What follows belongs to an exercise in optimizing a design on an open flow for small area; a production flow would make more cautious choices. In this exercise RTL edits were held to simulation tests only and were not proved equivalent to the original. Power is estimated from default activity; no workload was simulated.

## ld_dma_top
module ld_dma_top (
    input  logic                                                  clk,
    input  logic                                                  reset,
    input  logic [1:0]                                            cfg_ld_dma_mode,
    input  logic [ld_dma_pkg::QUEUE_DEPTH*ld_dma_pkg::HEADER_WIDTH-1:0] cfg_ld_dma_header,
    input  logic                                                  strm_start_pulse,
    output logic [ld_dma_pkg::RDRQ_WIDTH-1:0]                     rdrq_packet,
    input  logic [ld_dma_pkg::RDRS_WIDTH-1:0]                     rdrs_packet,
    output logic [ld_dma_pkg::CGRA_DATA_WIDTH-1:0]                stream_data_g2f,
    output logic                                                  stream_data_valid_g2f,
    output logic                                                  stream_g2f_done_pulse,
    output logic [ld_dma_pkg::QUEUE_DEPTH-1:0]                    cfg_load_dma_invalidate_pulse
);
    localparam int HW = ld_dma_pkg::HEADER_WIDTH;
    localparam int VB = ld_dma_pkg::HDR_VALID_BIT;
    localparam int CW = ld_dma_pkg::MAX_NUM_WORDS_WIDTH;
    logic [1:0]      valid_d1;
    logic [1:0]      hv;
  ...
For scale: ~940 cells after synthesis, roughly 380 flip-flops, ~15000 um^2 of cells after synthesis.
==> flow/config.mk <==
export PLATFORM = sky130hd
export DESIGN_NAME = ld_dma_top
export DESIGN_NICKNAME = ld_dma_top
export VERILOG_FILES = /design/flow/design.v
export SDC_FILE = /design/flow/constraint.sdc
export NUM_CORES = 4
export LEC_CHECK = 0
export CAP_MARGIN = 20
export CORE_MARGIN = 2
export CORE_UTILIZATION = 40
export SLEW_MARGIN = 20
==> flow/constraint.sdc <==
create_clock -name core_clock -period 10.0 [get_ports {clk}]
set_input_delay 2.0000 -clock core_clock [delete_from_list [all_inputs] [get_ports {clk}]]
set_output_delay 2.0000 -clock core_clock [all_outputs]
set_load 0.01 [all_outputs]
standard.sh (not shown) runs the stock make flow with config.mk's settings and CLKGATE_MAP_FILE= SYNTH_SCRIPT=/design/flow/synth_recipe.tcl, a recipe that flattens the netlist after the stock synthesis.
==> flow/flow/run.sh <==
#!/bin/bash
set -euo pipefail
export BUFFER_PORTS_ARGS="-buffer_cell sky130_fd_sc_hd__buf_1"
export CTS_ARGS="-sink_clustering_enable -repair_clock_nets -sink_clustering_size 16 -sink_clustering_max_diameter 50 -buf_list sky130_fd_sc_hd__clkbuf_8 -dont_use_dummy_load"
bash standard.sh > flow_make.log 2>&1
Next try:
==> flow/run.sh (new file) <==
#!/bin/bash
# synth_recipe.tcl (not shown) runs the flow's synth.tcl, then flattens the netlist and writes it again
# the make line also repeats each setting of config.mk as NAME=value (left out here)
make -C /OpenROAD-flow-scripts/flow DESIGN_CONFIG=/design/flow/config.mk WORK_HOME=/design/flow/orfs CLKGATE_MAP_FILE= SYNTH_SCRIPT=/design/flow/synth_recipe.tcl finish
removed: flow/flow/run.sh
removed: flow/standard.sh
=> Routed wire length climbs by 5.1%. Utilization climbs by 6.7 points. Clock-buffer cell count climbs by 20. Total power climbs by about 20%.
Next try:
==> flow/flow/run.sh (new file) <==
#!/bin/bash
set -euo pipefail
export BUFFER_PORTS_ARGS="-buffer_cell sky130_fd_sc_hd__buf_1"
export CTS_ARGS="-sink_clustering_enable -repair_clock_nets -buf_list sky130_fd_sc_hd__clkbuf_4 -dont_use_dummy_load"
bash standard.sh > flow_make.log 2>&1
==> flow/standard.sh (new file) <==
#!/bin/bash
# synth_recipe.tcl (not shown) runs the flow's synth.tcl, then flattens the netlist and writes it again
# the make line also repeats each setting of config.mk as NAME=value (left out here)
make -C /OpenROAD-flow-scripts/flow DESIGN_CONFIG=/design/flow/config.mk WORK_HOME=/design/flow/orfs CLKGATE_MAP_FILE= SYNTH_SCRIPT=/design/flow/synth_recipe.tcl "${@:-finish}"
removed: flow/run.sh
Cell count went up by 1.5%.
Sequential power stays flat.
Non-clock buffer count goes up by 1.
Clock power shrinks by 33%.
Next try:
==> flow/flow/run.sh (replaced) <==
#!/bin/bash
set -euo pipefail
export BUFFER_PORTS_ARGS="-buffer_cell sky130_fd_sc_hd__buf_1"
export CTS_ARGS="-sink_clustering_enable -repair_clock_nets -sink_clustering_size 10 -sink_clustering_max_diameter 40 -buf_list sky130_fd_sc_hd__clkbuf_4 -dont_use_dummy_load"
bash standard.sh > flow_make.log 2>&1
The new run passed the timing, design-rule and antenna checks.
Cell count goes down by 2.3%.
Via count decreases by 2.0%.
Setup slack loses 0.10 ns.
Clock power fell by 24%.
Next try:
==> flow/run.sh (new file) <==
#!/bin/bash
# synth_recipe.tcl (not shown) runs the flow's synth.tcl, then flattens the netlist and writes it again
# the make line also repeats each setting of config.mk as NAME=value (left out here)
make -C /OpenROAD-flow-scripts/flow DESIGN_CONFIG=/design/flow/config.mk WORK_HOME=/design/flow/orfs CLKGATE_MAP_FILE= SYNTH_SCRIPT=/design/flow/synth_recipe.tcl finish
--- a/flow/config.mk
+++ b/flow/config.mk
@@ -7,0 +8 @@
+export ABC_AREA = 1
removed: flow/flow/run.sh
removed: flow/standard.sh
Result:
- synthesized area increases by 5.0%
- core utilization increases by 6.1 points
- global-route usage increases by 3.5 points
- routed wire length increases by 26%
- maximum frequency decreases by 12%
- final area increases by 19%
- cell count increases by 28%
- count of clock-buffer cells in the layout decreases by 2

## separate check: timing with driven ports
No port has a modelled driver above. Below, the same layouts with a new extraction and two added sets of constraints.
Step 1, drivers: a clkbuf_16 drives clk and a buf_2 each remaining input, both assumed.
Step 2, shift: input delay + t, output delay - t, t = (earliest + latest rising clock arrival at the registers) / 2. This alone moves slack from input paths to output paths.
Three values: ideal, step 1, step 2; two values: the first two.
run	t, ns	setup WS [ns]	worst setup path at the end
the first run	0.619	5.986 / 5.940 / 6.148	input to register
the second run	0.597	5.703 / 5.650 / 5.792	input to register
the third run	0.771	5.908 / 5.862 / 6.121	input to register
the fourth run	0.799	5.805 / 5.756 / 6.141	input to register
the fifth run	0.603	5.241 / 5.186 / 5.769	input to register
After both steps setup and hold are still met in every run listed.
